Context: an optimization exercise on an open-source flow, tuned for small area, a short achievable clock period and few clock cycles per item. The choices shown serve that exercise and are no tape-out recipe.
No functional check of the RTL was part of any run shown here.
Power and IR drop assume default switching activity.

==> config.mk <==
export PLATFORM = sky130hd
export DESIGN_NAME = servo_pulse_pwm_two_channel
export DESIGN_NICKNAME = servo_pulse_pwm_two_channel
export VERILOG_FILES = /design/flow/design.v
export SDC_FILE = /design/flow/constraint.sdc
export NUM_CORES = 4
export LEC_CHECK = 0
export CAP_MARGIN = 20
export CORE_MARGIN = 2
export CORE_UTILIZATION = 40
export SETUP_SLACK_MARGIN = 4.0
export SLEW_MARGIN = 20
==> constraint.sdc <==
create_clock -name core_clock -period 7.0 [get_ports {clk}]
set_input_delay 1.4000 -clock core_clock [delete_from_list [all_inputs] [get_ports {clk}]]
set_output_delay 1.4000 -clock core_clock [all_outputs]
set_load 0.01 [all_outputs]
==> design.v <==
package spp_pkg;
  localparam int US_W  = 12;
  localparam int VAL_W = 16;
  localparam int CNT_W = 16;
  localparam int IDX_W = 3;
  typedef enum logic [1:0] {
    CMD_TICK = 2'd0,
    CMD_AUTO = 2'd1,
    CMD_US   = 2'd2
  } cmd_t;
  typedef enum logic [1:0] {
    CH_A    = 2'd0,
    CH_B    = 2'd1,
    CH_BOTH = 2'd2
  } chan_t;
  localparam logic [IDX_W-1:0] REG_MIN_A = 3'd0;
  localparam logic [IDX_W-1:0] REG_MAX_A = 3'd1;
  localparam logic [IDX_W-1:0] REG_MIN_B = 3'd2;
  localparam logic [IDX_W-1:0] REG_MAX_B = 3'd3;
  localparam logic [IDX_W-1:0] REG_EN_A  = 3'd4;
  localparam logic [IDX_W-1:0] REG_EN_B  = 3'd5;
  localparam logic [US_W-1:0] MIN_RESET = 12'd544;
  localparam logic [US_W-1:0] MAX_RESET = 12'd2400;
  typedef struct packed {
    logic s2;
    logic s3;
  } stage_en_t;
  typedef struct packed {
    logic       load;
    logic [1:0] cmd;
    logic [1:0] channel;
  } upd_ctl_t;
endpackage
module servo_pulse_pwm_two_channel #(
  parameter int TICKS_PER_US = 16,
  parameter int MAX_ANGLE    = 180
) (
  input  logic         clk,
  input  logic         rst,
  input  logic         cfg_valid,
  output logic         cfg_ready,
  input  logic [2:0]   cfg_index,
  input  logic [11:0]  cfg_data,
  input  logic         item_valid,
  output logic         item_ready,
  input  logic [1:0]   item_cmd,
  input  logic [1:0]   item_channel,
  input  logic [15:0]  item_value,
  output logic         result_valid,
  input  logic         result_ready,
  output logic         result_pwm_a,
  output logic         result_pwm_b,
  output logic [15:0]  result_count
);
  logic [11:0] min_a, max_a, min_b, max_b;
  logic        enable_a, enable_b;
  logic [15:0] counter;
  logic [11:0] act_a, act_b;      
  logic        le_a, le_b;        
  logic        wrapped;           
  logic [12:0] pend_a, pend_b;    
  logic        need_a, need_b;    
  logic        busy, cur;
  logic        bel, abv, angf, gtf, negf;
  logic [4:0]  step;
  logic [19:0] x;
  logic        t1, t2, t3;
  logic        hu;                
  logic        e1, e2;
  logic        irdy, rv;
  assign cfg_ready = 1'b1;
  logic [11:0] d_min, d_max;
  logic        d_en;
  logic        we_min_a, we_max_a, we_min_b, we_max_b, we_en_a, we_en_b;
  assign d_min    = rst ? spp_pkg::MIN_RESET : cfg_data;
  assign d_max    = rst ? spp_pkg::MAX_RESET : cfg_data;
  assign d_en     = !rst && cfg_data[0];
  assign we_min_a = rst || (cfg_valid && cfg_index == spp_pkg::REG_MIN_A);
  assign we_max_a = rst || (cfg_valid && cfg_index == spp_pkg::REG_MAX_A);
  assign we_min_b = rst || (cfg_valid && cfg_index == spp_pkg::REG_MIN_B);
  assign we_max_b = rst || (cfg_valid && cfg_index == spp_pkg::REG_MAX_B);
  assign we_en_a  = rst || (cfg_valid && cfg_index == spp_pkg::REG_EN_A);
  assign we_en_b  = rst || (cfg_valid && cfg_index == spp_pkg::REG_EN_B);
  always_ff @(posedge clk) begin
    if (we_min_a) min_a    <= d_min;
    if (we_max_a) max_a    <= d_max;
    if (we_min_b) min_b    <= d_min;
    if (we_max_b) max_b    <= d_max;
    if (we_en_a)  enable_a <= d_en;
    if (we_en_b)  enable_b <= d_en;
  end
  logic acc, take, is_tick, is_wr, wr_a, wr_b;
  logic [12:0] raw;
  assign acc     = item_valid && irdy;
  assign take    = rv && result_ready;
  assign is_tick = item_cmd == 2'd0;
  assign is_wr   = item_cmd == 2'd1 || item_cmd == 2'd2;
  assign wr_a    = acc && is_wr && (item_channel == 2'd0 || item_channel == 2'd2);
  assign wr_b    = acc && is_wr && (item_channel != 2'd0);
  assign raw     = {item_cmd == 2'd1, item_value[11:0] | {12{|item_value[15:12]}}};
  logic [11:0] lo, hi, v;
  logic        pauto;
  logic [11:0] q;
  logic [12:0] sum;
  logic [7:0]  acc_in;
  logic        mbit;
  logic [8:0]  macc;
  logic [6:0]  dt, dsub;
  logic        dge;
  logic        s_cmp, s_first, s_mul, s_add, s_fin;
  logic [11:0] w_simple, w_angle;
  assign lo    = cur ? min_b  : min_a;
  assign hi    = cur ? max_b  : max_a;
  assign v     = cur ? pend_b[11:0] : pend_a[11:0];
  assign pauto = cur ? pend_b[12]   : pend_a[12];
  assign q     = x[13:2];
  assign s_cmp   = busy && step == 5'd0;
  assign s_first = busy && step == 5'd1;
  assign s_mul   = step >= 5'd1 && step <= 5'd12;
  assign s_add   = step == 5'd25;
  assign s_fin   = busy && step == 5'd26;
  always_comb begin
    sum      = {1'b0, lo} + {1'b0, (step == 5'd0) ? ~hi : q};
    acc_in   = (step == 5'd1 && !negf) ? 8'd0 : x[19:12];
    mbit     = x[0] ^ !negf;
    macc     = {1'b0, acc_in} + (mbit ? {1'b0, v[7:0]} : 9'd0);
    dt       = {x[19:14], x[13]};
    dge      = dt >= 7'd45;
    dsub     = dt - 7'd45;
    if (angf && gtf) w_simple = negf ? lo : hi;
    else if (bel)    w_simple = lo;
    else if (abv)    w_simple = hi;
    else             w_simple = v;
    w_angle  = negf ? (x[12] ? hi : lo) : x[11:0];
  end
  logic        busy_n, cur_n, need_a_n, need_b_n;
  logic [12:0] pend_a_n, pend_b_n;
  logic        conv_wr;
  logic [11:0] conv_w;
  always_comb begin
    busy_n   = busy;
    cur_n    = cur;
    need_a_n = need_a;
    need_b_n = need_b;
    conv_wr  = 1'b0;
    conv_w   = s_fin ? w_angle : w_simple;
    if (!busy) begin
      if (need_a || need_b) begin
        busy_n = 1'b1;
        cur_n  = !need_a;
        if (need_a) need_a_n = 1'b0; else need_b_n = 1'b0;
      end
    end else if (s_fin || (s_first && !(angf && !gtf))) begin
      busy_n  = 1'b0;
      conv_wr = 1'b1;
    end
    pend_a_n = (conv_wr && !cur) ? {1'b0, conv_w} : pend_a;
    pend_b_n = (conv_wr &&  cur) ? {1'b0, conv_w} : pend_b;
    if (busy && (cur ? wr_b : wr_a)) busy_n = 1'b0;
    if (wr_a) begin
      pend_a_n = raw;
      need_a_n = 1'b1;
    end
    if (wr_b) begin
      pend_b_n = raw;
      need_b_n = 1'b1;
    end
  end
  always_ff @(posedge clk) begin
    if (rst) begin
      busy   <= 1'b0;
      need_a <= 1'b0;
      need_b <= 1'b0;
      pend_a <= '0;
      pend_b <= '0;
    end else begin
      busy   <= busy_n;
      need_a <= need_a_n;
      need_b <= need_b_n;
      pend_a <= pend_a_n;
      pend_b <= pend_b_n;
    end
  end
  always_ff @(posedge clk) begin
    cur  <= cur_n;
    step <= busy ? step + 5'd1 : 5'd0;
    if (s_cmp) begin
      bel  <= v < lo;
      abv  <= v > hi;
      angf <= pauto && (v < lo);
      gtf  <= v > 12'(MAX_ANGLE);
      negf <= sum[12];
      x    <= {v[7:0], sum[11:0]};
    end else if (s_mul) begin
      x <= {macc, x[11:1]};
    end else if (s_add) begin
      x[12:0] <= {q == 12'd0, sum[11:0]};
    end else begin
      x <= {dge ? dsub[5:0] : dt[5:0], x[12:2], dge, x[1:0]};
    end
  end
  logic        t1_n, t2_n, t3_n, hu_n, e1_n, e2_n;
  logic        ap_raw, ap, wrap, nearwrap, busy_any, busy_any_n;
  assign busy_any   = busy | need_a | need_b;
  assign busy_any_n = busy_n | need_a_n | need_b_n;
  assign wrap       = counter == 16'hFFFF;
  assign nearwrap   = counter[15:3] == 13'h1FFF;
  always_comb begin
    if (take) begin
      t1_n = acc | t2;
      t2_n = acc ? t2 : t3;
      t3_n = 1'b0;
    end else begin
      t1_n = acc | t1;
      t2_n = acc ? t1 : t2;
      t3_n = acc ? t2 : t3;
    end
    if (take) ap_raw = t2 ? e1 : (acc & is_tick);
    else      ap_raw = t1 ? hu : (acc & is_tick);
    ap   = ap_raw & !((wrap & busy_any) | wrapped);
    hu_n = ap_raw & ((wrap & busy_any) | wrapped);
    if (take) e1_n = t3 ? e2 : is_tick;
    else      e1_n = (t1 & !t2) ? is_tick : e1;
    e2_n = (!take & t2 & !t3) ? is_tick : e2;
  end
  always_ff @(posedge clk) begin
    if (rst) begin
      t1      <= 1'b0;
      t2      <= 1'b0;
      t3      <= 1'b0;
      hu      <= 1'b0;
      e1      <= 1'b0;
      e2      <= 1'b0;
      irdy    <= 1'b1;
      rv      <= 1'b0;
      counter <= '0;
      act_a   <= '0;
      act_b   <= '0;
      le_a    <= 1'b1;
      le_b    <= 1'b1;
      wrapped <= 1'b0;
    end else begin
      t1   <= t1_n;
      t2   <= t2_n;
      t3   <= t3_n;
      hu   <= hu_n;
      e1   <= e1_n;
      e2   <= e2_n;
      irdy <= !t3_n && !(nearwrap && (hu_n || (t2_n && e1_n)));
      rv   <= t1_n && !hu_n && (t2_n || !busy_any_n);
      wrapped <= ap && wrap;
      if (wrapped) begin
        act_a <= pend_a[11:0];
        act_b <= pend_b[11:0];
      end
      if (ap) begin
        counter <= counter + 16'd1;
        if (wrap) begin
          le_a  <= 1'b1;
          le_b  <= 1'b1;
        end else begin
          if (counter == {act_a, 4'b0000}) le_a <= 1'b0;
          if (counter == {act_b, 4'b0000}) le_b <= 1'b0;
        end
      end
    end
  end
  assign item_ready   = irdy;
  assign result_valid = rv;
  assign result_count = counter;
  assign result_pwm_a = enable_a && le_a;
  assign result_pwm_b = enable_b && le_b;
endmodule
==> run.sh <==
#!/bin/bash
# synth_recipe.tcl (not shown) runs the flow's synth.tcl, then flattens the netlist and writes it again
# the make line also repeats each setting of config.mk as NAME=value (left out here)
make -C /OpenROAD-flow-scripts/flow DESIGN_CONFIG=/design/flow/config.mk WORK_HOME=/design/flow/orfs CLKGATE_MAP_FILE= SYNTH_SCRIPT=/design/flow/synth_recipe.tcl finish
==> impl_metrics.prom, run 1 <==
# TYPE chip_impl_metric gauge
chip_impl_metric{name="yosysWarnings",unit=""} 1
chip_impl_metric{name="cp_data_required_time",unit="ns"} 7.18
chip_impl_metric{name="vias",unit=""} 8154
chip_impl_metric{name="fin_worst_skew",unit="ns"} 0.0241
chip_impl_metric{name="clock_sink_count",unit=""} 161
chip_impl_metric{name="grt_max_degree",unit=""} 42
chip_impl_metric{name="slew-limit-headroom",unit="%"} 29.9
chip_impl_info{name="r2r_path_start",value="step[1]$_SDFF_PN0_"} 1
chip_impl_metric{name="core_region_area",unit="um2"} 24900
chip_impl_metric{name="track_usage",unit="%"} 21.6
chip_impl_info{name="tritoncts_clock_tree",value="yes"} 1
chip_impl_info{name="result_of_the_run",value="timing/DRC/antenna clean"} 1
chip_impl_info{name="critPathCaptureType",value="flop"} 1
chip_impl_metric{name="ios",unit=""} 61
chip_impl_metric{name="setup_viol_count_final",unit=""} 0
chip_impl_metric{name="syn-cell-area",unit="um2"} 10000
chip_impl_metric{name="final.period_utilization",unit="%"} 43.2
chip_impl_metric{name="postRouteAntennaNets",unit=""} 0
chip_impl_metric{name="cts.path.max_buffers",unit=""} 2
chip_impl_metric{name="gp_routability_congestion",unit=""} 0.941
chip_impl_metric{name="syn_area_per_cell",unit="um2"} 9.75
chip_impl_metric{name="avg_vias_per_cell",unit=""} 5.73
chip_impl_info{name="min-delay-path-class",value="flop to flop"} 1
chip_impl_info{name="netlist.top_cell.by_area",value="sky130_fd_sc_hd__edfxtp_1"} 1
chip_impl_metric{name="power_leakage",unit="nW"} 4.75
chip_impl_metric{name="detailedPlace.worstSlack",unit="ns"} 3.11
chip_impl_info{name="clock_tree.root_cell",value="sky130_fd_sc_hd__clkbuf_16"} 1
chip_impl_info{name="start_kind",value="flop"} 1
chip_impl_metric{name="layout-area-overhead-vs-synth",unit="%"} 18.3
chip_impl_metric{name="asyncSetResetFlopFracSynth",unit="%"} 0
chip_impl_metric{name="maxCapViolCount",unit=""} 0
chip_impl_metric{name="routed_wl",unit="mm"} 28.7
chip_impl_metric{name="antenna_found_initial",unit=""} 1
chip_impl_metric{name="floorplan.rows",unit=""} 58
chip_impl_metric{name="final_number_of_max_transition_violations",unit=""} 0
chip_impl_info{name="crit_type",value="flop to flop"} 1
chip_impl_metric{name="diodes",unit=""} 0
chip_impl_metric{name="drtPass1Iterations",unit=""} 5
chip_impl_metric{name="multi_input_comb_area",unit="um2"} 5910
chip_impl_metric{name="vias_in_the_first_global_route",unit=""} 7588
chip_impl_metric{name="dp.final_hpwl",unit="mm"} 20.4
chip_impl_metric{name="cts_hold_repair_buffers",unit=""} 0
chip_impl_metric{name="setup_total_negative_slack",unit="ns"} 0
chip_impl_info{name="postSynth.topFlopCell",value="sky130_fd_sc_hd__dfxtp_1"} 1
chip_impl_metric{name="synth_largest_type_area_fraction",unit="%"} 19.4
chip_impl_metric{name="wl_per_cell",unit="um"} 20.2
chip_impl_metric{name="ys_seq_area_share",unit="%"} 38.6
chip_impl_metric{name="cts_made_buffers",unit=""} 17
chip_impl_metric{name="synth_enable_flop_cells",unit=""} 65
chip_impl_metric{name="timing.critical_path.fanout_max",unit=""} 5
chip_impl_metric{name="floorplan.die.width",unit="um"} 162
chip_impl_metric{name="design_power_total",unit="mW"} 3.07
chip_impl_metric{name="drcViolationCount",unit=""} 0
chip_impl_metric{name="die_y",unit="um"} 162
chip_impl_metric{name="syn-instance-count",unit=""} 1030
chip_impl_metric{name="ff_latch_area",unit="um2"} 3890
chip_impl_metric{name="final.min_clock_period",unit="ns"} 3.02
chip_impl_metric{name="max_freq",unit="GHz"} 0.331
chip_impl_metric{name="drive_above_1_share",unit="%"} 16.8
chip_impl_info{name="synth.top_cells.by_count",value="sky130_fd_sc_hd__dfxtp_1 (96), sky130_fd_sc_hd__nor2_1 (81), sky130_fd_sc_hd__edfxtp_1 (65)"} 1
chip_impl_metric{name="post_synth_num_cell_types",unit=""} 74
chip_impl_metric{name="io_buffer_count",unit=""} 59
chip_impl_metric{name="initial_detailed_routing_violation_count",unit=""} 711
chip_impl_metric{name="finalWorstSetupSlack",unit="ns"} 3.98
chip_impl_metric{name="syn-num-nets",unit=""} 1125
chip_impl_metric{name="final_core_util",unit="%"} 47.8
chip_impl_info{name="hold_path_startpoint",value="step[0]$_SDFF_PN0_"} 1
chip_impl_info{name="synthTopCellsByArea",value="sky130_fd_sc_hd__edfxtp_1 (19%), sky130_fd_sc_hd__dfxtp_1 (19%), sky130_fd_sc_hd__ha_1 (6.6%)"} 1
chip_impl_metric{name="clock_latency_on_the_worst_skew_pair",unit="ns"} 0.44
chip_impl_metric{name="clk_transition_reported_paths",unit="ns"} 0.07
chip_impl_metric{name="initial_standard_cell_utilization_of_the_core",unit="%"} 40.4
chip_impl_info{name="worst_setup_path_startpoint",value="step[1]$_SDFF_PN0_"} 1
chip_impl_metric{name="synthesized_flop_and_latch_total",unit=""} 161
chip_impl_metric{name="num-fill-cells",unit=""} 2312
chip_impl_metric{name="final_hold_violations",unit=""} 0
chip_impl_info{name="synth_most_common_cell",value="sky130_fd_sc_hd__dfxtp_1"} 1
chip_impl_metric{name="layout.nets",unit=""} 1176
chip_impl_metric{name="area_enclosed_by_the_die_boundary",unit="um2"} 26400
chip_impl_metric{name="timing.critical_path.arrival",unit="ns"} 3.21
chip_impl_metric{name="gr-total-overflow",unit=""} 0
chip_impl_info{name="rsz0062_at_grt",value="true"} 1
chip_impl_metric{name="grt_pass1_wl",unit="mm"} 43.7
chip_impl_metric{name="worstMarginPinSlew",unit="ns"} 1.05
chip_impl_metric{name="pwr_density_cell",unit="nW/um2"} 258
chip_impl_metric{name="h-tree-depth",unit=""} 4
chip_impl_metric{name="worst_case_vdd_ir_drop",unit="mV"} 0.145
## flip-flops by register name, indices dropped and copies added, names as in the netlist, 5 cells and up
signal / count
act_a: 12
act_b: 12
counter: 16
max_a: 12
max_b: 12
min_a: 12
min_b: 12
pend_a: 13
pend_b: 13
step: 5
x: 20
## power by group
part / internal (mW) / switching, mW / leakage (nW) / total (mW)
registers: 1.09 / 0.131 / 1.43 / 1.23
logic: 0.405 / 0.478 / 3.03 / 0.883
clock network: 0.486 / 0.476 / 0.295 / 0.962
## critical path: stages (launching register included)
cell                       delay, ns
sky130_fd_sc_hd__dfxtp_2        0.35
sky130_fd_sc_hd__inv_2          0.06
sky130_fd_sc_hd__ha_2           0.19
sky130_fd_sc_hd__nor4b_4        0.24
sky130_fd_sc_hd__nor2b_4        0.25
sky130_fd_sc_hd__nor2b_1        0.07
sky130_fd_sc_hd__ha_2           0.19
sky130_fd_sc_hd__fa_2           0.39
sky130_fd_sc_hd__a211oi_2       0.21
sky130_fd_sc_hd__o21bai_1       0.11
sky130_fd_sc_hd__a21oi_2        0.17
sky130_fd_sc_hd__o21bai_1       0.08
sky130_fd_sc_hd__a21o_1         0.18
sky130_fd_sc_hd__a221o_1        0.30
## final timing paths
path                                      endpoint  slack, ns  cells after the start
worst max register to register     x[19]$_DFFE_PP_       3.98                     13
worst min register to register  step[0]$_SDFF_PN0_       0.45                      1
worst max-delay path               x[19]$_DFFE_PP_       3.98                     13
worst min-delay path            step[0]$_SDFF_PN0_       0.45                      1
## timing repair
item / in CTS / in global routing
resized for setup: 22 / 48
setup endpoints to repair: 48 / 24
pin swaps: 2 / 16
gates cloned: 2 / 1
buffers inserted: 10 / 6
## layout make-up
| class | count | area share, % |
|---|---|---|
| tap | 330 | 3.47 |
| multi-input combinational | 764 | 49.7 |
| inverter | 49 | 1.55 |
| sequential | 161 | 32.7 |
| clock buffer | 17 | 3.58 |
| clock inverter | 15 | 1.60 |
| timing repair buffer | 88 | 7.34 |
## metal layers
| metal | track usage, % | part of all wire, % |
|---|---|---|
| met1 | 29.8 | 46 |
| met2 | 35.1 | 47 |
| met3 | 3.00 | 5.1 |
| met4 | 6.68 | 2.0 |
| met5 | 0 | 0 |
## per-stage QoR
stage / cell area (um2) / instances / hold WS [ns]
after floorplan: 10100 / 1030 / 0.430
after global placement: 10900 / 1373 / 0.460
after detailed placement: 10900 / 1373 / 0.467
after CTS: 11700 / 1417 / 0.460
after global routing: 11900 / 1424 / 0.466
final: 11900 / 1424 / 0.452
## layout by cell type, fill, tap and decap left out, types with 8 or more instances in the layout
| master | netlist | routed |
|---|---|---|
| sky130_fd_sc_hd__a211oi_2 | 6 | 9 |
| sky130_fd_sc_hd__and2_1 | 10 | 9 |
| sky130_fd_sc_hd__nor2b_1 | 32 | 31 |
| sky130_fd_sc_hd__nand4_1 | 11 | 11 |
| sky130_fd_sc_hd__a21o_1 | 17 | 17 |
| sky130_fd_sc_hd__and3_1 | 9 | 8 |
| sky130_fd_sc_hd__inv_1 | 49 | 48 |
| sky130_fd_sc_hd__ha_1 | 53 | 45 |
| sky130_fd_sc_hd__clkdlybuf4s50_1 | 0 | 57 |
| sky130_fd_sc_hd__nand2b_1 | 11 | 10 |
| sky130_fd_sc_hd__nor3_1 | 55 | 54 |
| sky130_fd_sc_hd__mux4_2 | 11 | 11 |
| sky130_fd_sc_hd__edfxtp_1 | 65 | 65 |
| sky130_fd_sc_hd__xor2_1 | 43 | 42 |
| sky130_fd_sc_hd__dfxtp_2 | 0 | 11 |
| sky130_fd_sc_hd__mux2i_1 | 62 | 51 |
| sky130_fd_sc_hd__or2_2 | 10 | 10 |
| sky130_fd_sc_hd__mux2_2 | 17 | 16 |
| sky130_fd_sc_hd__nand2_1 | 48 | 46 |
| sky130_fd_sc_hd__buf_4 | 6 | 25 |
| sky130_fd_sc_hd__nand3_1 | 22 | 21 |
| sky130_fd_sc_hd__nor4_1 | 10 | 10 |
| sky130_fd_sc_hd__mux2i_2 | 0 | 9 |
| sky130_fd_sc_hd__xnor2_1 | 10 | 10 |
| sky130_fd_sc_hd__o21ai_0 | 40 | 33 |
| sky130_fd_sc_hd__a211oi_1 | 34 | 30 |
| sky130_fd_sc_hd__ha_2 | 0 | 8 |
| sky130_fd_sc_hd__dfxtp_1 | 96 | 84 |
| sky130_fd_sc_hd__a21oi_1 | 53 | 51 |
| sky130_fd_sc_hd__clkbuf_16 | 0 | 17 |
| sky130_fd_sc_hd__nor2_1 | 81 | 80 |
| sky130_fd_sc_hd__a22oi_1 | 8 | 8 |
## cells by family (layout without fill, tap and decap cells)
kind of cell / after synthesis / in the layout / synth area share (%)
muxes: 95 / 95 / 11.3
AOI/OAI and AO/OA: 233 / 234 / 17.0
adders and majority gates: 55 / 55 / 7.00
xor gates and xnor gates: 53 / 53 / 4.62
other: 1 / 1 / 0.0373
buffers and inverters: 106 / 169 / 4.89
DFF: 161 / 161 / 38.6
and+or+nand+nor: 326 / 326 / 16.7
==> inputs of run 2 (changes only) <==
--- a/design.v
+++ b/design.v
@@ -115,12 +115,8 @@
   assign pauto = cur ? pend_b[12]   : pend_a[12];
   assign q     = x[13:2];
-  assign s_cmp   = busy && step == 5'd0;
-  assign s_first = busy && step == 5'd1;
   assign s_mul   = step >= 5'd1 && step <= 5'd12;
-  assign s_add   = step == 5'd25;
-  assign s_fin   = busy && step == 5'd26;
   always_comb begin
-    sum      = {1'b0, lo} + {1'b0, (step == 5'd0) ? ~hi : q};
-    acc_in   = (step == 5'd1 && !negf) ? 8'd0 : x[19:12];
+    sum      = {1'b0, lo} + {1'b0, s_cmp ? ~hi : q};
+    acc_in   = (s_first && !negf) ? 8'd0 : x[19:12];
     mbit     = x[0] ^ !negf;
     macc     = {1'b0, acc_in} + (mbit ? {1'b0, v[7:0]} : 9'd0);
@@ -185,4 +181,8 @@
     cur  <= cur_n;
     step <= busy ? step + 5'd1 : 5'd0;
+    s_cmp   <= !rst && !busy && busy_n;
+    s_first <= !rst && s_cmp && busy_n;
+    s_add   <= !rst && busy && step == 5'd24 && busy_n;
+    s_fin   <= !rst && s_add && busy_n;
     if (s_cmp) begin
       bel  <= v < lo;
==> impl_metrics.prom, run 2 <==
# TYPE chip_impl_metric gauge
chip_impl_metric{name="cts.path.max_buffers",unit=""} 2
chip_impl_metric{name="gp_routability_congestion",unit=""} 0.863
chip_impl_metric{name="syn_area_per_cell",unit="um2"} 9.80
chip_impl_metric{name="area_enclosed_by_the_die_boundary",unit="um2"} 27400
chip_impl_metric{name="syn-num-nets",unit=""} 1155
chip_impl_info{name="result_of_the_run",value="timing/DRC/antenna clean"} 1
chip_impl_info{name="layout_top_registers",value="x x20, counter x16"} 1
chip_impl_metric{name="placed_cells",unit=""} 1404
chip_impl_metric{name="grt_pass1_wl",unit="mm"} 47.6
chip_impl_metric{name="diodes",unit=""} 0
chip_impl_metric{name="setup_viol_count_final",unit=""} 0
chip_impl_metric{name="worst_case_vdd_ir_drop",unit="mV"} 0.151
chip_impl_metric{name="drcViolationCount",unit=""} 0
chip_impl_metric{name="post_synth_num_cell_types",unit=""} 88
chip_impl_info{name="crit_type",value="flop to primary output"} 1
chip_impl_metric{name="cp_num_buf_inv",unit=""} 1
chip_impl_metric{name="timing.critical_path.fanout_max",unit=""} 2
chip_impl_metric{name="synthesized_flop_and_latch_total",unit=""} 165
chip_impl_info{name="critPathSlowestCell",value="sky130_fd_sc_hd__clkdlybuf4s50_1"} 1
chip_impl_info{name="clock_tree.root_cell",value="sky130_fd_sc_hd__clkbuf_16"} 1
chip_impl_metric{name="io_buffer_count",unit=""} 59
chip_impl_metric{name="drive_above_1_share",unit="%"} 17.7
chip_impl_metric{name="final_number_of_max_transition_violations",unit=""} 0
chip_impl_metric{name="setup_total_negative_slack",unit="ns"} 0
chip_impl_metric{name="floorplan.rows",unit=""} 59
chip_impl_info{name="rsz0062_at_grt",value="true"} 1
chip_impl_info{name="netlist.top_cell.by_area",value="sky130_fd_sc_hd__dfxtp_1"} 1
chip_impl_info{name="largest_register",value="x"} 1
chip_impl_metric{name="largest_register_ffs",unit=""} 20
chip_impl_metric{name="final.min_clock_period",unit="ns"} 2.99
chip_impl_metric{name="wl_met3",unit="mm"} 1.88
chip_impl_info{name="worst_path_dominant_cell_family",value="buffers and inverters"} 1
chip_impl_metric{name="dp.final_hpwl",unit="mm"} 21.8
chip_impl_metric{name="clock_latency_on_the_worst_skew_pair",unit="ns"} 0.45
chip_impl_metric{name="avg_vias_per_cell",unit=""} 5.86
chip_impl_metric{name="slew-limit-headroom",unit="%"} 43.0
chip_impl_metric{name="initial_detailed_routing_violation_count",unit=""} 729
chip_impl_metric{name="met1_length",unit="mm"} 14.3
chip_impl_metric{name="clock_sink_count",unit=""} 165
chip_impl_metric{name="asyncSetResetFlopFracSynth",unit="%"} 0
chip_impl_metric{name="ios",unit=""} 61
chip_impl_metric{name="drtPass1Iterations",unit=""} 5
chip_impl_metric{name="wl_per_cell",unit="um"} 21.4
chip_impl_metric{name="core_region_area",unit="um2"} 25800
chip_impl_info{name="synth.top_cells.by_count",value="sky130_fd_sc_hd__nor2_1 (118), sky130_fd_sc_hd__dfxtp_1 (100), sky130_fd_sc_hd__mux2i_1 (66)"} 1
chip_impl_metric{name="fin_worst_skew",unit="ns"} 0.0118
chip_impl_info{name="postSynth.topFlopCell",value="sky130_fd_sc_hd__dfxtp_1"} 1
chip_impl_metric{name="routed_wl",unit="mm"} 31.2
chip_impl_metric{name="num-fill-cells",unit=""} 2413
chip_impl_metric{name="vias",unit=""} 8521
chip_impl_metric{name="timing.critical_path.arrival",unit="ns"} 1.59
chip_impl_info{name="path_cells",value="and2_1 > clkdlybuf4s50_1"} 1
chip_impl_metric{name="die_y",unit="um"} 165
chip_impl_metric{name="syn-instance-count",unit=""} 1063
chip_impl_metric{name="layout.nets",unit=""} 1199
chip_impl_metric{name="maxCapViolCount",unit=""} 0
chip_impl_metric{name="syn-cell-area",unit="um2"} 10400
chip_impl_metric{name="final.period_utilization",unit="%"} 42.7
chip_impl_metric{name="final_cell_count_no_fill",unit=""} 1455
chip_impl_metric{name="pwr_density_cell",unit="nW/um2"} 269
chip_impl_metric{name="grt_max_degree",unit=""} 54
chip_impl_info{name="maxUsedRoutingLayer",value="met5"} 1
chip_impl_info{name="critPathCaptureType",value="primary output"} 1
chip_impl_metric{name="max_freq",unit="GHz"} 0.335
chip_impl_info{name="synthTopCellsByArea",value="sky130_fd_sc_hd__dfxtp_1 (19%), sky130_fd_sc_hd__edfxtp_1 (19%), sky130_fd_sc_hd__mux2i_1 (6.3%)"} 1
chip_impl_metric{name="synth_enable_flop_cells",unit=""} 65
chip_impl_metric{name="gr-total-overflow",unit=""} 0
chip_impl_metric{name="clk_transition_reported_paths",unit="ns"} 0.08
chip_impl_metric{name="track_usage",unit="%"} 23.3
chip_impl_info{name="start_kind",value="flop"} 1
chip_impl_metric{name="floorplan.die.width",unit="um"} 165
chip_impl_info{name="mostFrequentLayoutCells",value="sky130_fd_sc_hd__nor2_1 (117), sky130_fd_sc_hd__dfxtp_1 (91), sky130_fd_sc_hd__edfxtp_1 (65), sky130_fd_sc_hd__nor3_1 (57), sky130_fd_sc_hd__clkdlybuf4s50_1 (55)"} 1
chip_impl_metric{name="layout-area-overhead-vs-synth",unit="%"} 18.4
chip_impl_info{name="tritoncts_clock_tree",value="yes"} 1
chip_impl_metric{name="power_leakage",unit="nW"} 4.63
chip_impl_metric{name="whs",unit="ns"} 0.469
chip_impl_metric{name="antenna_found_initial",unit=""} 2
chip_impl_metric{name="yosysWarnings",unit=""} 1
chip_impl_info{name="min-delay-path-class",value="flop to flop"} 1
chip_impl_metric{name="cpPeakStageDelay",unit="ns"} 0.54
chip_impl_info{name="layout.cells.most_common",value="sky130_fd_sc_hd__nor2_1"} 1
chip_impl_metric{name="cp_data_required_time",unit="ns"} 5.60
chip_impl_metric{name="initial_standard_cell_utilization_of_the_core",unit="%"} 40.3
chip_impl_metric{name="cts_made_buffers",unit=""} 17
chip_impl_metric{name="h-tree-depth",unit=""} 4
chip_impl_metric{name="postRouteAntennaNets",unit=""} 0
chip_impl_metric{name="vias_in_the_first_global_route",unit=""} 8147
chip_impl_metric{name="synth_largest_type_area_fraction",unit="%"} 19.2
chip_impl_metric{name="ys_seq_area_share",unit="%"} 37.9
chip_impl_metric{name="detailroute.wirelength.met2",unit="mm"} 14.2
chip_impl_metric{name="cts_hold_repair_buffers",unit=""} 0
chip_impl_metric{name="final_hold_violations",unit=""} 0
chip_impl_info{name="synth_most_common_cell",value="sky130_fd_sc_hd__nor2_1"} 1
chip_impl_metric{name="worstMarginPinSlew",unit="ns"} 0.855
[run 2: cell types whose count changed after synthesis, moves of 7 or more]
cell,delta
sky130_fd_sc_hd__inv_1,-7
sky130_fd_sc_hd__nor2_1,+37
sky130_fd_sc_hd__o21ai_0,-16
sky130_fd_sc_hd__xor2_1,-38
sky130_fd_sc_hd__a211oi_1,-15
sky130_fd_sc_hd__o221ai_1,-7
sky130_fd_sc_hd__nor3b_1,+7
sky130_fd_sc_hd__o41ai_2,+7
sky130_fd_sc_hd__xnor2_1,+40
sky130_fd_sc_hd__nor3_1,+7
sky130_fd_sc_hd__and2_1,+13
[run 2: power by group]
part	total [mW]	internal, mW	switching (mW)
Clock	0.948	0.478	0.471
Sequential	1.27	1.12	0.153
Combinational	1.09	0.518	0.571
Total	3.31	2.12	1.19
[run 2: layout make-up]
cell class / count / area (um2) / share of cell area (%)
Tap cell: 335 / 419 / 3.40
Clock buffer: 17 / 425 / 3.45
Clock inverter: 15 / 169 / 1.37
Timing Repair Buffer: 87 / 918 / 7.45
Multi-Input combinational cell: 793 / 6270 / 50.9
Inverter: 43 / 161 / 1.31
Sequential cell: 165 / 3970 / 32.2
[run 2: tightest hold or removal path, delay by kind of cell (launching register included)]
kind | cells | cell delay (ns)
AO/OA/AOI/OAI | 1 | 0.06
AND/OR/NAND/NOR | 1 | 0.06
flip-flops | 1 | 0.31
[run 2: metrics by stage]
step                power [mW]  setup WS [ns]  instance area [um2]  util (%)
floorplan                 2.00           3.97                10500         -
global placement          2.28           3.22                11200      43.5
detailed placement        2.30           3.17                11200      43.5
CTS                       3.26           3.95                12100      46.7
global route              3.48           3.91                12300      47.7
finish                    3.31           4.01                12300      47.7
[run 2: cell families after synthesis]
logic type / share of synthesized area, %
flops: 37.9
simple gates: 18.2
mux: 13.2
other cells: 0.0360
compound gates: 14.5
xor+xnor: 4.62
fa+ha+maj: 6.74
buf+inv: 4.83
[run 2: what timing repair did]
item | CTS | global route
gates resized for setup | 28 | 44
buffers inserted | 12 | 4
pin swaps | 8 | 8
endpoints found under the setup margin | 42 | 59
cloned | 2 | 1
[run 2: worst paths after layout]
path | to | depth (start not counted) | startpoint | slack (ns)
worst max-delay path | result_pwm_a | 2 | le_a$_SDFFE_PP1P_ | 4.01
worst min-delay path | pend_a[12]$_SDFFE_PP0P_ | 2 | pend_a[12]$_SDFFE_PP0P_ | 0.47
worst max register to register | negf$_DFFE_PP_ | 10 | cur$_DFFE_PP_ | 4.04
worst min register to register | pend_a[12]$_SDFFE_PP0P_ | 2 | pend_a[12]$_SDFFE_PP0P_ | 0.47
[run 2: per-layer routing]
layer / global-route usage, % / vias up
met4: 7.45 / 2
met3: 3.82 / 62
met1: 33.3 / 4192
met2: 36.0 / 264
li1: - / 4001
met5: 0 / -
==> inputs of run 3 (changes only) <==
--- a/config.mk
+++ b/config.mk
@@ -9,4 +9,4 @@
 export CORE_MARGIN = 2
 export CORE_UTILIZATION = 40
-export SETUP_SLACK_MARGIN = 4.0
+export SETUP_SLACK_MARGIN = 4.3
 export SLEW_MARGIN = 20
==> impl_metrics.prom, run 3 <==
# TYPE chip_impl_metric gauge
chip_impl_metric{name="antenna_found_initial",unit=""} 0
chip_impl_metric{name="drive_above_1_share",unit="%"} 23.1
chip_impl_metric{name="clock_sink_count",unit=""} 165
chip_impl_metric{name="finalWorstSetupSlack",unit="ns"} 4.03
chip_impl_metric{name="ff2ff_setup_slack",unit="ns"} 4.03
chip_impl_metric{name="yosysWarnings",unit=""} 1
chip_impl_metric{name="clk_transition_reported_paths",unit="ns"} 0.07
chip_impl_metric{name="synthesized_flop_and_latch_total",unit=""} 165
chip_impl_metric{name="h-tree-depth",unit=""} 4
chip_impl_metric{name="vias_in_the_first_global_route",unit=""} 8166
chip_impl_metric{name="final.min_clock_period",unit="ns"} 2.97
chip_impl_metric{name="drtPass1Iterations",unit=""} 5
chip_impl_metric{name="grt_pass1_wl",unit="mm"} 47.2
chip_impl_metric{name="detailedPlace.worstSlack",unit="ns"} 3.03
chip_impl_info{name="rsz0062_at_grt",value="true"} 1
chip_impl_metric{name="ff_latch_area",unit="um2"} 4010
chip_impl_metric{name="die_y",unit="um"} 165
chip_impl_metric{name="setup_viol_count_final",unit=""} 0
chip_impl_metric{name="dp.final_hpwl",unit="mm"} 21.0
chip_impl_metric{name="fin_worst_skew",unit="ns"} 0.0135
chip_impl_metric{name="io_buffer_count",unit=""} 59
chip_impl_info{name="start_kind",value="flop"} 1
chip_impl_metric{name="pwr_density_cell",unit="nW/um2"} 267
chip_impl_info{name="worst_path_dominant_cell_family",value="adder cells"} 1
chip_impl_metric{name="worst_case_vdd_ir_drop",unit="mV"} 0.145
chip_impl_metric{name="power_leakage",unit="nW"} 4.97
chip_impl_info{name="layout_top_registers",value="x x20, counter x16"} 1
chip_impl_metric{name="cts.path.max_buffers",unit=""} 2
chip_impl_metric{name="hold-path-cell-count",unit=""} 2
chip_impl_info{name="synth_most_common_cell",value="sky130_fd_sc_hd__nor2_1"} 1
chip_impl_metric{name="r2r.worst_path.cells",unit=""} 11
chip_impl_metric{name="syn-cell-area",unit="um2"} 10400
chip_impl_metric{name="final_core_util",unit="%"} 50.2
chip_impl_metric{name="syn-instance-count",unit=""} 1063
chip_impl_metric{name="timing.critical_path.arrival",unit="ns"} 3.17
chip_impl_metric{name="asyncSetResetFlopFracSynth",unit="%"} 0
chip_impl_metric{name="final.period_utilization",unit="%"} 42.4
chip_impl_metric{name="cpPeakStageDelay",unit="ns"} 0.45
chip_impl_metric{name="core_region_area",unit="um2"} 25800
chip_impl_metric{name="drcViolationCount",unit=""} 0
chip_impl_info{name="clock_tree.root_cell",value="sky130_fd_sc_hd__clkbuf_16"} 1
chip_impl_metric{name="cts_made_buffers",unit=""} 17
chip_impl_metric{name="floorplan.die.width",unit="um"} 165
chip_impl_metric{name="avg_vias_per_cell",unit=""} 5.76
chip_impl_metric{name="post_dp_cell_area",unit="um2"} 11300
chip_impl_info{name="synthTopCellsByArea",value="sky130_fd_sc_hd__dfxtp_1 (19%), sky130_fd_sc_hd__edfxtp_1 (19%), sky130_fd_sc_hd__mux2i_1 (6.3%)"} 1
chip_impl_metric{name="postRouteAntennaNets",unit=""} 0
chip_impl_metric{name="ys_seq_area_share",unit="%"} 37.9
chip_impl_metric{name="cp_num_cells",unit=""} 11
chip_impl_info{name="layout.cells.most_common",value="sky130_fd_sc_hd__nor2_1"} 1
chip_impl_metric{name="setup_total_negative_slack",unit="ns"} 0
chip_impl_metric{name="whs",unit="ns"} 0.480
chip_impl_metric{name="gp_routability_congestion",unit=""} 0.868
chip_impl_info{name="netlist.top_cell.by_area",value="sky130_fd_sc_hd__dfxtp_1"} 1
chip_impl_metric{name="timing.critical_path.fanout_max",unit=""} 7
chip_impl_info{name="postSynth.topFlopCell",value="sky130_fd_sc_hd__dfxtp_1"} 1
chip_impl_info{name="critPathSlowestCell",value="sky130_fd_sc_hd__edfxtp_1"} 1
chip_impl_info{name="synth.top_cells.by_count",value="sky130_fd_sc_hd__nor2_1 (118), sky130_fd_sc_hd__dfxtp_1 (100), sky130_fd_sc_hd__mux2i_1 (66)"} 1
chip_impl_info{name="path_cells",value="buf_12 > buf_16 > mux2i_4 > mux2_4 > ha_4 > fa_2 > a21oi_2 > maj3_4 > o211ai_4 > a221o_1 > a21o_1"} 1
chip_impl_metric{name="initial_standard_cell_utilization_of_the_core",unit="%"} 40.3
chip_impl_metric{name="multi_input_comb_area",unit="um2"} 6520
chip_impl_metric{name="maxCapViolCount",unit=""} 0
chip_impl_metric{name="layout.nets",unit=""} 1237
chip_impl_metric{name="initial_detailed_routing_violation_count",unit=""} 757
chip_impl_metric{name="post_synth_num_cell_types",unit=""} 88
chip_impl_metric{name="max_freq",unit="GHz"} 0.337
chip_impl_metric{name="area_enclosed_by_the_die_boundary",unit="um2"} 27400
chip_impl_metric{name="design_area",unit="um2"} 13000
chip_impl_metric{name="vias",unit=""} 8600
chip_impl_metric{name="gr-total-overflow",unit=""} 0
chip_impl_info{name="result_of_the_run",value="timing/DRC/antenna clean"} 1
chip_impl_metric{name="final_hold_violations",unit=""} 0
chip_impl_info{name="largest_register",value="x"} 1
chip_impl_info{name="min-delay-path-class",value="flop to flop"} 1
chip_impl_info{name="crit_type",value="flop to flop"} 1
chip_impl_metric{name="cp_data_required_time",unit="ns"} 7.20
chip_impl_metric{name="diodes",unit=""} 0
chip_impl_metric{name="clock_latency_on_the_worst_skew_pair",unit="ns"} 0.45
chip_impl_metric{name="ios",unit=""} 61
chip_impl_metric{name="worstMarginPinSlew",unit="ns"} 0.935
chip_impl_metric{name="cts_hold_repair_buffers",unit=""} 0
chip_impl_metric{name="syn_area_per_cell",unit="um2"} 9.80
chip_impl_metric{name="floorplan.rows",unit=""} 59
chip_impl_metric{name="largest_register_ffs",unit=""} 20
chip_impl_metric{name="track_usage",unit="%"} 22.9
chip_impl_metric{name="syn-num-nets",unit=""} 1155
chip_impl_info{name="mostFrequentLayoutCells",value="sky130_fd_sc_hd__nor2_1 (117), sky130_fd_sc_hd__dfxtp_1 (81), sky130_fd_sc_hd__edfxtp_1 (65), sky130_fd_sc_hd__nor3_1 (62), sky130_fd_sc_hd__buf_4 (53)"} 1
chip_impl_metric{name="layout-area-overhead-vs-synth",unit="%"} 24.6
chip_impl_metric{name="num-fill-cells",unit=""} 2392
chip_impl_metric{name="synth_largest_type_area_fraction",unit="%"} 19.2
chip_impl_metric{name="slew-limit-headroom",unit="%"} 37.7
chip_impl_metric{name="grt_max_degree",unit=""} 74
chip_impl_metric{name="final_number_of_max_transition_violations",unit=""} 0
chip_impl_info{name="tritoncts_clock_tree",value="yes"} 1
chip_impl_metric{name="cp_num_buf_inv",unit=""} 2
chip_impl_info{name="critPathCaptureType",value="flop"} 1
chip_impl_metric{name="synth_enable_flop_cells",unit=""} 65
chip_impl_metric{name="wl_per_cell",unit="um"} 20.6
chip_impl_metric{name="routed_wl",unit="mm"} 30.7
==> run 3: cell count changes in the layout (fill, tap and decap cells not counted), moves of 4 or more <==
cell / change
sky130_fd_sc_hd__mux2i_1: -9
sky130_fd_sc_hd__ha_1: -4
sky130_fd_sc_hd__nor3_1: +5
sky130_fd_sc_hd__clkdlybuf4s50_1: -25
sky130_fd_sc_hd__nor3_2: -5
sky130_fd_sc_hd__dfxtp_4: +11
sky130_fd_sc_hd__mux2_2: -4
sky130_fd_sc_hd__mux2_4: +4
sky130_fd_sc_hd__mux2i_4: +10
sky130_fd_sc_hd__dlygate4sd2_1: +20
sky130_fd_sc_hd__o21ai_0: -4
sky130_fd_sc_hd__buf_4: +32
sky130_fd_sc_hd__dfxtp_1: -10
==> run 3: final cells by class <==
cell class                      instances  area share [%]
Multi-Input combinational cell        794            50.3
Sequential cell                       165            30.9
Timing Repair Buffer                  124            9.53
Clock buffer                           17            3.28
Tap cell                              335            3.23
Inverter                               43            1.46
Clock inverter                         15            1.37
==> run 3: cells by family (layout without fill, tap and decap cells) <==
family | count (synthesis) | after routing | share of synthesized area [%]
xor gates and xnor gates | 55 | 55 | 4.62
other | 1 | 1 | 0.0360
muxes | 107 | 107 | 13.2
DFF | 165 | 165 | 37.9
adders and majority gates | 55 | 55 | 6.74
and+or+nand+nor | 371 | 372 | 18.2
AOI/OAI and AO/OA | 204 | 204 | 14.5
buffers and inverters | 105 | 199 | 4.83
==> run 3: routing by layer <==
layer	global-route usage, %	vias to the layer above	share of wire [%]
li1	-	4083	-
met1	31.8	4188	46
met2	35.9	273	46
met3	4.62	56	6.1
met4	6.94	0	2.5
met5	0	-	0
==> run 3: power breakdown <==
group          internal, mW  leakage, nW  switching [mW]
registers              1.12         1.47           0.151
clock network         0.482        0.288           0.467
logic                 0.615         3.22           0.635
==> run 3: path summary, 6_finish.rpt <==
kind	startpoint	end
worst min-delay path	pend_a[12]$_SDFFE_PP0P_	pend_a[12]$_SDFFE_PP0P_
worst max-delay path	cur$_DFFE_PP_	negf$_DFFE_PP_
worst max register to register	cur$_DFFE_PP_	negf$_DFFE_PP_
worst min register to register	pend_a[12]$_SDFFE_PP0P_	pend_a[12]$_SDFFE_PP0P_
==> run 3: worst min-delay path: stages, from the launching register on <==
cell	delay [ns]
sky130_fd_sc_hd__dfxtp_1	0.32
sky130_fd_sc_hd__nand3_1	0.06
sky130_fd_sc_hd__a21oi_1	0.06
==> run 3: timing repair <==
action / CTS / global route
pin swaps: 19 / 22
cloned: 4 / 0
buffers inserted: 34 / 20
resized for setup: 115 / 58
endpoints found under the setup margin: 96 / 66
==> run 3: stage by stage <==
stage          power [mW]  instances
5_1_grt              3.63       1493
4_1_cts              3.37       1473
3_3_place_gp         2.31       1403
3_5_place_dp         2.31       1403
2_1_floorplan        2.03       1063
6_report             3.47       1493
==> inputs of run 4 (changes only) <==
--- a/design.v
+++ b/design.v
@@ -109,5 +109,6 @@
   logic        dge;
   logic        s_cmp, s_first, s_mul, s_add, s_fin;
-  logic [11:0] w_simple, w_angle;
+  logic [11:0] conv_w;
+  logic        sfull, sel_lo, sel_hi, sel_x;
   assign lo    = cur ? min_b  : min_a;
   assign hi    = cur ? max_b  : max_a;
@@ -124,14 +125,22 @@
     dge      = dt >= 7'd45;
     dsub     = dt - 7'd45;
-    if (angf && gtf) w_simple = negf ? lo : hi;
-    else if (bel)    w_simple = lo;
-    else if (abv)    w_simple = hi;
-    else             w_simple = v;
-    w_angle  = negf ? (x[12] ? hi : lo) : x[11:0];
+    sfull = angf && gtf;
+    if (s_fin) begin
+      sel_lo = negf && !x[12];
+      sel_hi = negf && x[12];
+      sel_x  = !negf;
+    end else begin
+      sel_lo = sfull ? negf : bel;
+      sel_hi = sfull ? !negf : (!bel && abv);
+      sel_x  = 1'b0;
+    end
+    if (sel_lo)      conv_w = lo;
+    else if (sel_hi) conv_w = hi;
+    else if (sel_x)  conv_w = x[11:0];
+    else             conv_w = v;
   end
   logic        busy_n, cur_n, need_a_n, need_b_n;
   logic [12:0] pend_a_n, pend_b_n;
   logic        conv_wr;
-  logic [11:0] conv_w;
   always_comb begin
     busy_n   = busy;
@@ -140,5 +149,4 @@
     need_b_n = need_b;
     conv_wr  = 1'b0;
-    conv_w   = s_fin ? w_angle : w_simple;
     if (!busy) begin
       if (need_a || need_b) begin
--- a/config.mk
+++ b/config.mk
@@ -9,4 +9,4 @@
 export CORE_MARGIN = 2
 export CORE_UTILIZATION = 40
-export SETUP_SLACK_MARGIN = 4.3
+export SETUP_SLACK_MARGIN = 4.0
 export SLEW_MARGIN = 20
==> impl_metrics.prom, run 4 <==
# TYPE chip_impl_metric gauge
chip_impl_metric{name="io_buffer_count",unit=""} 59
chip_impl_metric{name="initial_detailed_routing_violation_count",unit=""} 628
chip_impl_info{name="start_kind",value="flop"} 1
chip_impl_info{name="netlist.top_cell.by_area",value="sky130_fd_sc_hd__dfxtp_1"} 1
chip_impl_metric{name="layout.nets",unit=""} 1149
chip_impl_info{name="worst_setup_path_startpoint",value="cur$_DFFE_PP_"} 1
chip_impl_metric{name="syn-num-nets",unit=""} 1103
chip_impl_metric{name="gr-total-overflow",unit=""} 0
chip_impl_metric{name="vias_in_the_first_global_route",unit=""} 7378
chip_impl_metric{name="fin_worst_skew",unit="ns"} 0.00996
chip_impl_metric{name="area_enclosed_by_the_die_boundary",unit="um2"} 25500
chip_impl_metric{name="cts_hold_repair_buffers",unit=""} 0
chip_impl_metric{name="clock_power_share",unit="%"} 30.1
chip_impl_metric{name="max_freq",unit="GHz"} 0.336
chip_impl_info{name="layout.cells.most_common",value="sky130_fd_sc_hd__dfxtp_1"} 1
chip_impl_metric{name="p_int",unit="mW"} 2.11
chip_impl_metric{name="drtPass1Iterations",unit=""} 5
chip_impl_metric{name="sw_power",unit="mW"} 1.06
chip_impl_metric{name="syn_area_per_cell",unit="um2"} 9.62
chip_impl_info{name="min-delay-path-class",value="flop to flop"} 1
chip_impl_metric{name="ff2ff_setup_slack",unit="ns"} 4.02
chip_impl_info{name="tritoncts_clock_tree",value="yes"} 1
chip_impl_info{name="rsz0062_at_grt",value="true"} 1
chip_impl_metric{name="worst_case_vdd_ir_drop",unit="mV"} 0.162
chip_impl_metric{name="syn-cell-area",unit="um2"} 9710
chip_impl_metric{name="setup_total_negative_slack",unit="ns"} 0
chip_impl_info{name="r2r_path_start",value="cur$_DFFE_PP_"} 1
chip_impl_metric{name="largest_register_ffs",unit=""} 20
chip_impl_metric{name="final.period_utilization",unit="%"} 42.6
chip_impl_metric{name="yosysWarnings",unit=""} 1
chip_impl_metric{name="final_hold_violations",unit=""} 0
chip_impl_metric{name="synthesized_flop_and_latch_total",unit=""} 165
chip_impl_metric{name="drive_above_1_share",unit="%"} 14.8
chip_impl_metric{name="syn-instance-count",unit=""} 1010
chip_impl_metric{name="drcViolationCount",unit=""} 0
chip_impl_metric{name="diodes",unit=""} 0
chip_impl_metric{name="floorplan.rows",unit=""} 57
chip_impl_metric{name="dp.final_hpwl",unit="mm"} 19.8
chip_impl_info{name="path_cells",value="buf_6 > buf_6 > buf_8 > buf_4 > mux2_4 > nor2b_1 > ha_1 > a21o_1 > a21boi_2 > xor2_1 > a221o_1"} 1
chip_impl_metric{name="cts_made_buffers",unit=""} 17
chip_impl_metric{name="setup_viol_count_final",unit=""} 0
chip_impl_metric{name="pwr_density_cell",unit="nW/um2"} 274
chip_impl_metric{name="h-tree-depth",unit=""} 4
chip_impl_metric{name="asyncSetResetFlopFracSynth",unit="%"} 0
chip_impl_metric{name="core_region_area",unit="um2"} 24100
chip_impl_info{name="layout_top_registers",value="x x20, counter x16"} 1
chip_impl_metric{name="wl_per_cell",unit="um"} 19.7
chip_impl_info{name="critical_path_s_most_frequent_cell",value="sky130_fd_sc_hd__buf_6"} 1
chip_impl_metric{name="grt_pass1_wl",unit="mm"} 42.2
chip_impl_metric{name="ios",unit=""} 61
chip_impl_metric{name="floorplan.die.width",unit="um"} 160
chip_impl_metric{name="final.min_clock_period",unit="ns"} 2.98
chip_impl_info{name="critPathSlowestCell",value="sky130_fd_sc_hd__edfxtp_1"} 1
chip_impl_info{name="mostFrequentLayoutCells",value="sky130_fd_sc_hd__dfxtp_1 (95), sky130_fd_sc_hd__nor2_1 (73), sky130_fd_sc_hd__edfxtp_1 (65), sky130_fd_sc_hd__a21oi_1 (63), sky130_fd_sc_hd__clkdlybuf4s50_1 (56)"} 1
chip_impl_metric{name="power_leakage",unit="nW"} 4.57
chip_impl_metric{name="ys_seq_area_share",unit="%"} 40.7
chip_impl_metric{name="worstMarginPinSlew",unit="ns"} 1.09
chip_impl_info{name="critPathCaptureType",value="flop"} 1
chip_impl_metric{name="post_dp_cell_area",unit="um2"} 10500
chip_impl_metric{name="post_synth_num_cell_types",unit=""} 72
chip_impl_metric{name="seq_power_share",unit="%"} 39.4
chip_impl_metric{name="clk_transition_reported_paths",unit="ns"} 0.07
chip_impl_metric{name="p_sw_share",unit="%"} 33.3
chip_impl_info{name="clock_tree.root_cell",value="sky130_fd_sc_hd__clkbuf_16"} 1
chip_impl_info{name="result_of_the_run",value="timing/DRC/antenna clean"} 1
chip_impl_metric{name="final_number_of_max_transition_violations",unit=""} 0
chip_impl_metric{name="initial_standard_cell_utilization_of_the_core",unit="%"} 40.3
chip_impl_metric{name="design_area",unit="um2"} 11600
chip_impl_info{name="crit_type",value="flop to flop"} 1
chip_impl_metric{name="slew-limit-headroom",unit="%"} 27.3
chip_impl_info{name="postSynth.topFlopCell",value="sky130_fd_sc_hd__dfxtp_1"} 1
chip_impl_info{name="synthTopCellsByArea",value="sky130_fd_sc_hd__dfxtp_1 (21%), sky130_fd_sc_hd__edfxtp_1 (20%), sky130_fd_sc_hd__ha_1 (6.6%)"} 1
chip_impl_metric{name="cp_data_required_time",unit="ns"} 7.18
chip_impl_info{name="hold_path_startpoint",value="le_b$_SDFFE_PP1P_"} 1
chip_impl_metric{name="routed_wl",unit="mm"} 27.4
chip_impl_metric{name="clock_sink_count",unit=""} 165
chip_impl_info{name="largest_register",value="x"} 1
chip_impl_metric{name="grt_max_degree",unit=""} 102
chip_impl_metric{name="maxCapViolCount",unit=""} 0
chip_impl_metric{name="num-fill-cells",unit=""} 2311
chip_impl_metric{name="layout-area-overhead-vs-synth",unit="%"} 19.1
chip_impl_metric{name="timing.critical_path.fanout_max",unit=""} 6
chip_impl_metric{name="die_y",unit="um"} 160
chip_impl_metric{name="avg_vias_per_cell",unit=""} 5.66
chip_impl_metric{name="cpPeakStageDelay",unit="ns"} 0.50
chip_impl_metric{name="postRouteAntennaNets",unit=""} 0
chip_impl_info{name="synth_most_common_cell",value="sky130_fd_sc_hd__dfxtp_1"} 1
chip_impl_metric{name="gp_routability_congestion",unit=""} 0.960
chip_impl_metric{name="power_frac_comb",unit="%"} 30.5
chip_impl_metric{name="timing.critical_path.arrival",unit="ns"} 3.16
chip_impl_metric{name="synth_largest_type_area_fraction",unit="%"} 20.6
chip_impl_metric{name="vias",unit=""} 7884
chip_impl_metric{name="synth_enable_flop_cells",unit=""} 65
chip_impl_metric{name="cts.path.max_buffers",unit=""} 2
chip_impl_info{name="synth.top_cells.by_count",value="sky130_fd_sc_hd__dfxtp_1 (100), sky130_fd_sc_hd__nor2_1 (73), sky130_fd_sc_hd__edfxtp_1 (65)"} 1
chip_impl_metric{name="clock_latency_on_the_worst_skew_pair",unit="ns"} 0.43
chip_impl_metric{name="track_usage",unit="%"} 21.1
chip_impl_metric{name="antenna_found_initial",unit=""} 0
run 4: metrics by stage:
stage | util (%) | hold slack (ns) | worst slack [ns] | power [mW] | cells
floorplan | - | 0.435 | 4.04 | 1.90 | 1010
global placement | 43.4 | 0.461 | 3.25 | 2.16 | 1334
detailed placement | 43.4 | 0.455 | 3.22 | 2.16 | 1334
CTS | 46.6 | 0.470 | 3.90 | 3.13 | 1375
global route | 48.0 | 0.502 | 3.89 | 3.33 | 1393
finish | 48.0 | 0.473 | 4.02 | 3.17 | 1393
run 4: logic make-up after synthesis:
family                   Yosys count  share of synthesized area [%]
buffers and inverters             98                           4.30
AO/OA/AOI/OAI                    251                           17.4
flip-flops                       165                           40.7
multiplexers                      86                           9.44
XOR/XNOR                          56                           5.05
adder cells (fa/ha/maj)           54                           7.08
other                              1                         0.0386
AND/OR/NAND/NOR                  299                           15.9
run 4: final timing paths:
| kind | end | depth (start not counted) |
|---|---|---|
| max | x[18]$_DFFE_PP_ | 11 |
| min | le_b$_SDFFE_PP1P_ | 2 |
| max reg2reg | x[18]$_DFFE_PP_ | 11 |
| min reg2reg | le_b$_SDFFE_PP1P_ | 2 |
run 4: worst max-delay path: cells and delay by family (launching register included):
family | cells | cell delay, ns
mux | 1 | 0.36
buf+inv | 4 | 0.57
compound gates | 3 | 0.67
fa+ha+maj | 1 | 0.34
flops | 1 | 0.50
simple gates | 1 | 0.15
xor+xnor | 1 | 0.15
run 4: what timing repair did:
action | 4_1_cts | 5_1_grt
cloned | 1 | 1
setup endpoints to repair | 47 | 39
gates resized for setup | 22 | 44
pin swaps | 6 | 19
buffers inserted | 8 | 16
hold endpoints to repair | 0 | 0
run 4: area by class of cell:
cell class                 count  area, um2  area share (%)
multi-input combinational    748       5590            48.3
sequential                   165       3960            34.2
timing repair buffer          90        888            7.68
clock buffer                  21        482            4.16
tap                          324        405            3.50
inverter                      34        128            1.10
clock inverter                11        113           0.974
run 4: power groups by stage:
stage                     registers [mW]  logic [mW]  clock network, mW
final                               1.25       0.965              0.954
after global routing                1.26        1.06               1.00
after CTS                           1.24       0.920              0.965
after detailed placement            1.26       0.898                  0
after global placement              1.26       0.894                  0
after floorplan                     1.20       0.697                  0
run 4: layer usage:
layer	GRT usage, %	routed length [um]	vias up
met5	0	0	-
met4	5.57	339	0
met3	3.43	1400	25
met2	33.6	12700	221
met1	29.9	12900	3823
li1	-	-	3815
==> inputs of run 5 (changes only) <==
==> flow/run.sh (new file) <==
#!/bin/bash
# Layout flow: the standard flow (standard.sh, unchanged synthesis and
# steps), with the port buffers inserted as sky130_fd_sc_hd__buf_2 cells
# instead of the default buffer cell that buffer_ports picks.
# Logs in the run folder: standard.log (everything standard.sh runs prints;
# ORFS keeps each tool's own log under orfs/logs/).
set -o pipefail
cp standard.sh standard_sh_copy.txt
export BUFFER_PORTS_ARGS="-buffer_cell sky130_fd_sc_hd__buf_2"
bash standard.sh > standard.log 2>&1
==> standard.sh (new file) <==
#!/bin/bash
# synth_recipe.tcl (not shown) runs the flow's synth.tcl, then flattens the netlist and writes it again
# the make line also repeats each setting of config.mk as NAME=value (left out here)
make -C /OpenROAD-flow-scripts/flow DESIGN_CONFIG=/design/flow/config.mk WORK_HOME=/design/flow/orfs CLKGATE_MAP_FILE= SYNTH_SCRIPT=/design/flow/synth_recipe.tcl "${@:-finish}"
removed: run.sh
==> impl_metrics.prom, run 5 <==
# TYPE chip_impl_metric gauge
chip_impl_info{name="result_of_the_run",value="timing/DRC/antenna clean"} 1
chip_impl_info{name="synth_top_family_by_area",value="compound AO/OA/AOI/OAI gates"} 1
chip_impl_metric{name="largest_register_ffs",unit=""} 20
chip_impl_metric{name="num-fill-cells",unit=""} 2348
chip_impl_metric{name="asyncSetResetFlopFracSynth",unit="%"} 0
chip_impl_metric{name="max_freq",unit="GHz"} 0.340
chip_impl_metric{name="setup_viol_count_final",unit=""} 0
chip_impl_metric{name="floorplan.rows",unit=""} 57
chip_impl_info{name="layout.cells.most_common",value="sky130_fd_sc_hd__dfxtp_1"} 1
chip_impl_metric{name="dp.final_hpwl",unit="mm"} 19.7
chip_impl_metric{name="design_area",unit="um2"} 11100
chip_impl_metric{name="power_leakage",unit="nW"} 4.56
chip_impl_metric{name="syn-num-nets",unit=""} 1103
chip_impl_metric{name="drcViolationCount",unit=""} 0
chip_impl_info{name="clock_tree.root_cell",value="sky130_fd_sc_hd__clkbuf_16"} 1
chip_impl_info{name="critical_path.reg2reg.endpoint",value="x[17]$_DFFE_PP_"} 1
chip_impl_metric{name="gr-total-overflow",unit=""} 0
chip_impl_metric{name="track_usage",unit="%"} 21.3
chip_impl_metric{name="slew-limit-headroom",unit="%"} 25.2
chip_impl_metric{name="cts.path.max_buffers",unit=""} 2
chip_impl_info{name="min-delay-path-class",value="flop to flop"} 1
chip_impl_metric{name="cts_made_buffers",unit=""} 17
chip_impl_metric{name="worst_case_vdd_ir_drop",unit="mV"} 0.215
chip_impl_info{name="synth_most_common_cell",value="sky130_fd_sc_hd__dfxtp_1"} 1
chip_impl_metric{name="drive_above_1_share",unit="%"} 18.1
chip_impl_metric{name="grt_pass1_wl",unit="mm"} 42.4
chip_impl_info{name="netlist.top_cell.by_area",value="sky130_fd_sc_hd__dfxtp_1"} 1
chip_impl_metric{name="drtPass1Iterations",unit=""} 7
chip_impl_metric{name="timing.critical_path.arrival",unit="ns"} 3.13
chip_impl_info{name="hold_path_startpoint",value="le_a$_SDFFE_PP1P_"} 1
chip_impl_info{name="postSynth.topFlopCell",value="sky130_fd_sc_hd__dfxtp_1"} 1
chip_impl_metric{name="layout.nets",unit=""} 1142
chip_impl_metric{name="wl_per_cell",unit="um"} 19.9
chip_impl_metric{name="final.min_clock_period",unit="ns"} 2.94
chip_impl_metric{name="synth_enable_flop_cells",unit=""} 65
chip_impl_info{name="gr-max-usage-layer",value="met2"} 1
chip_impl_metric{name="use_met2",unit="%"} 32.6
chip_impl_info{name="crit_type",value="flop to flop"} 1
chip_impl_metric{name="diodes",unit=""} 0
chip_impl_info{name="layout_top_registers",value="x x20, counter x16"} 1
chip_impl_metric{name="initial_detailed_routing_violation_count",unit=""} 622
chip_impl_info{name="holdPathEnd",value="le_a$_SDFFE_PP1P_"} 1
chip_impl_info{name="rsz0062_at_grt",value="true"} 1
chip_impl_metric{name="clk_transition_reported_paths",unit="ns"} 0.07
chip_impl_metric{name="post_synth_and_or_nand_nor_area_fraction",unit="%"} 15.9
chip_impl_metric{name="yosys-mux-area-fraction",unit="%"} 9.44
chip_impl_metric{name="clock_latency_on_the_worst_skew_pair",unit="ns"} 0.44
chip_impl_metric{name="xor_and_xnor_fraction_of_the_mapped_netlist_area",unit="%"} 5.05
chip_impl_info{name="worst_setup_path_startpoint",value="cur$_DFFE_PP_"} 1
[run 5: worst max path at each step]
stage                                        end  slack (ns)  cells after the start
after floorplan                  x[17]$_DFFE_PP_        4.04                     12
after global placement              x[7]$_DFF_P_        3.45                     10
after detailed placement            x[7]$_DFF_P_        3.42                     10
after CTS                 pend_b[0]$_SDFFE_PP0P_        4.00                      6
after global routing               x[10]$_DFF_P_        3.91                     12
final                            x[17]$_DFFE_PP_        4.06                     11
[run 5: final cells by class]
cell class | instances | area [um2] | share of cell area, %
well taps | 324 | 405 | 3.64
multi-input cells | 747 | 5480 | 49.3
repair buffers | 84 | 537 | 4.83
flip-flops and latches | 165 | 3950 | 35.5
clock inverters | 12 | 135 | 1.21
clock buffers | 20 | 479 | 4.31
inverters | 34 | 128 | 1.15
[run 5: cells by family (layout without fill, tap and decap cells)]
family,count (synthesis),after routing
other cells,1,1
compound gates,251,251
mux,86,86
flops,165,165
buf+inv,98,150
simple gates,299,299
fa+ha+maj,54,54
xor+xnor,56,56
[run 5: repair_timing]
action                                 CTS  global route
gates cloned                             0             1
pin swaps                                1             7
resized for setup                       15            21
endpoints found under the hold margin    0             0
buffers inserted                         3            14
setup endpoints to repair               15            19
[run 5: report_power, final]
| part | internal (mW) | switching (mW) | leakage, nW |
|---|---|---|---|
| registers | 1.12 | 0.140 | 1.45 |
| logic | 0.424 | 0.499 | 2.80 |
| clock network | 0.546 | 0.424 | 0.302 |
| total | 2.09 | 1.06 | 4.56 |
[run 5: layer usage]
metal  wire length, um  vias up
met2             12700      235
met5                 0        -
met1             12700     3833
met4               763        0
li1                  -     3796
met3              1370       38
[run 5: critical path, stage by stage (launching register included)]
cell and delay (ns):
sky130_fd_sc_hd__edfxtp_1 0.43, sky130_fd_sc_hd__buf_6 0.16, sky130_fd_sc_hd__mux2i_4 0.32, sky130_fd_sc_hd__nor2_1 0.09, sky130_fd_sc_hd__ha_2 0.21, sky130_fd_sc_hd__fa_2 0.40, sky130_fd_sc_hd__a21o_1 0.18, sky130_fd_sc_hd__a21oi_2 0.15
sky130_fd_sc_hd__nor2b_1 0.08, sky130_fd_sc_hd__o31ai_1 0.25, sky130_fd_sc_hd__xnor2_1 0.10, sky130_fd_sc_hd__a221o_1 0.31
[run 5: through the flow]
step / hold slack (ns) / worst slack [ns] / total power, mW / std cells
final: 0.465 / 4.06 / 3.15 / 1386
after global routing: 0.505 / 3.91 / 3.33 / 1386
after CTS: 0.472 / 4.00 / 3.13 / 1371
after detailed placement: 0.455 / 3.42 / 2.15 / 1336
after global placement: 0.456 / 3.45 / 2.15 / 1336
after floorplan: 0.435 / 4.04 / 1.90 / 1010

-- what the ideal ports hide --
Ports are ideal in the flow. The routed layouts listed here were re-timed in OpenROAD. Step 1 (the two cells are an assumption about what drives the block):
set clk [get_ports {clk}]
set_driving_cell -lib_cell sky130_fd_sc_hd__clkbuf_16 $clk
set_driving_cell -lib_cell sky130_fd_sc_hd__buf_2 [delete_from_list [all_inputs] $clk]
Step 2, shift: input delay + t, output delay - t, t = (earliest + latest rising clock arrival at the registers) / 2. This alone moves slack from input paths to output paths. Slacks: no drivers / after step 1 / after step 2; pairs: no drivers / after step 1.
| run | t (ns) | slack for setup (ns) | worst register clock-pin slew, ns | cell pins on the clock port's net |
|---|---|---|---|---|
| run 1 | 0.479 | 3.976 / 3.976 / 3.676 | 0.08 / 0.08 | 1 |
| run 2 | 0.494 | 4.014 / 3.964 / 3.656 | 0.08 / 0.08 | 1 |
| run 3 | 0.487 | 4.031 / 4.031 / 3.873 | 0.08 / 0.08 | 1 |
| run 4 | 0.475 | 4.020 / 4.000 / 3.616 | 0.07 / 0.07 | 1 |
| run 5 | 0.476 | 4.055 / 4.055 / 3.796 | 0.07 / 0.07 | 1 |
After both steps every run listed still meets setup and hold. For run 4, which loses most, drivers alone change the setup slack by -0.020 ns; drivers and shift together by -0.404 ns.
